Background: an optimization exercise with open tools, aiming at small area. Do not read the settings as production practice.
Only simulation tests tie the RTL to the original design; equivalence was not proved.
Power and IR drop assume default switching activity. The clock port is modelled as an ideal driver; clocking choices that lean on that would not hold on a real chip.

## note_sequencer
module note_sequencer #(
    parameter int ADDR_W   = 8,
    parameter int DUR_W    = 10,
    parameter int TICK_DIV = 500
) (
    input  logic              clk,
    input  logic              rst,
    input  logic [2:0]        live_octave,
    input  logic [2:0]        live_note,
    input  logic              cmd_rec,
    input  logic              cmd_play,
    input  logic              cmd_stop,
    input  logic              loop_en,
    output logic [2:0]        out_octave,
    output logic [2:0]        out_note,
    output logic [1:0]        mode,
    output logic [ADDR_W:0]   rec_count,
    output logic              full
);
==> flow/config.mk <==
export PLATFORM = sky130hd
export DESIGN_NAME = note_sequencer
export DESIGN_NICKNAME = note_sequencer
export VERILOG_FILES = /design/flow/design.v
export SDC_FILE = /design/flow/constraint.sdc
export NUM_CORES = 4
export LEC_CHECK = 0
export CAP_MARGIN = 20
export CORE_MARGIN = 2
export CORE_UTILIZATION = 75
export CTS_CLUSTER_DIAMETER = 100
export CTS_CLUSTER_SIZE = 32
export PLACE_DENSITY = 0.85
export SLEW_MARGIN = 20
==> flow/constraint.sdc <==
create_clock -name core_clock -period 10.0 [get_ports {clk}]
set_input_delay 2.0000 -clock core_clock [delete_from_list [all_inputs] [get_ports {clk}]]
set_output_delay 2.0000 -clock core_clock [all_outputs]
set_load 0.01 [all_outputs]
run.sh (not shown) runs the stock make flow with config.mk's settings and CLKGATE_MAP_FILE= SYNTH_SCRIPT=/design/flow/synth_recipe.tcl, a recipe that flattens the netlist after the stock synthesis.
The baseline failed in 4_1_cts.
Change:
CORE_UTILIZATION = 60   (was 75)
CTS_CLUSTER_SIZE = 34   (was 32)
GPL_ROUTABILITY_DRIVEN = 0   (was default)
GPL_TIMING_DRIVEN = 0   (was default)
PLACE_DENSITY = 0.7   (was 0.85)
Effect: The changed run completed without violations; synthesized cell count stays the same; area after synthesis does not change.
Change:
CTS_CLUSTER_SIZE = 32   (was 34)
GPL_ROUTABILITY_DRIVEN = default   (was 0)
GPL_TIMING_DRIVEN = default   (was 0)
Outcome: Setup slack degrades by 0.30 ns. Wire length climbs by about 2.8%. Synthesized cell count does not change. Total power came out higher by about 1.1%. Count of clock-buffer cells in the layout rose by 6. Area after synthesis does not change.
Change:
CORE_UTILIZATION = 40   (was 60)
CTS_CLUSTER_SIZE = 30   (was 32)
PLACE_DENSITY = default   (was 0.7)
Result:
- sequential share of layout area went down by 1.5 points
- sequential power is about the same
- routed wire length climbs slightly
- flip-flop and latch count is unchanged
- combinational power fell slightly
- total power rises slightly
- count of clock-buffer cells in the layout is higher by 16
- first-iteration DRC count came out lower slightly

== old ==
Another version of the RTL of note_sequencer (not shown whole).
==> flow/config.mk <==
export PLATFORM = sky130hd
export DESIGN_NAME = note_sequencer
export DESIGN_NICKNAME = note_sequencer
export VERILOG_FILES = /design/flow/design.v
export SDC_FILE = /design/flow/constraint.sdc
export NUM_CORES = 4
export LEC_CHECK = 0
export CAP_MARGIN = 20
export CORE_MARGIN = 2
export CORE_UTILIZATION = 40
export CTS_CLUSTER_DIAMETER = 100
export CTS_CLUSTER_SIZE = 35
export SLEW_MARGIN = 20
==> flow/constraint.sdc <==
create_clock -name core_clock -period 10.0 [get_ports {clk}]
set_input_delay 2.0000 -clock core_clock [delete_from_list [all_inputs] [get_ports {clk}]]
set_output_delay 2.0000 -clock core_clock [all_outputs]
set_load 0.01 [all_outputs]
Edits applied to the flow inputs when going from old to new:
diff --git a/flow/config.mk b/flow/config.mk
--- a/flow/config.mk
+++ b/flow/config.mk
@@ -10,4 +10,4 @@
 export CORE_UTILIZATION = 40
 export CTS_CLUSTER_DIAMETER = 100
-export CTS_CLUSTER_SIZE = 35
+export CTS_CLUSTER_SIZE = 33
 export SLEW_MARGIN = 20
==> comparison <==
- new completed; timing, DRC and antenna clean
- Between old and new, the difference in via count is negligible.
- The post-route cell area was comparable across old and new.
- NOTE: post-route minimum period in new exceeds that of old
- Compared old against new; multi-input gate share of total cell area within noise.
- Wire length across old and new: no real change.
- Clock skew is higher on new
- new -> old: critical path depth delta 0, exact match

==> port drivers added, routing unchanged <==
The flow's constraints put no driver on any port. The routed layouts listed below were extracted and timed again, unchanged, in two steps.
Step 1, drivers: a clkbuf_16 drives clk and a buf_2 each remaining input, both assumed.
Step 2, shift: input delay + t, output delay - t, t = (earliest + latest rising clock arrival at the registers) / 2. This alone moves slack from input paths to output paths.
Three values: ideal, step 1, step 2; two values: the first two.
| run | t, ns | setup slack, ns | hold WS [ns] | worst setup path after step 2 | worst register clock-pin slew, ns |
|---|---|---|---|---|---|
| the second run of note 1 | 0.861 | 5.697 / 5.628 / 5.286 | 0.310 / 0.310 / 0.310 | input to register | 0.12 / 0.12 |
| the third run of note 1 | 0.877 | 5.396 / 5.325 / 5.287 | 0.306 / 0.306 / 0.306 | input to register | 0.12 / 0.12 |
| the fourth run of note 1 | 0.896 | 4.944 / 4.871 / 4.650 | 0.291 / 0.291 / 0.291 | input to register | 0.12 / 0.12 |
| old | 0.873 | 5.383 / 5.300 / 4.855 | 0.292 / 0.292 / 0.292 | input to register | 0.13 / 0.13 |
| new | 0.873 | 5.377 / 5.294 / 4.984 | 0.314 / 0.314 / 0.314 | input to register | 0.12 / 0.12 |
After both steps setup and hold are still met in every run listed. For old, which loses most, drivers alone change the setup slack by -0.083 ns; drivers and shift together by -0.528 ns.
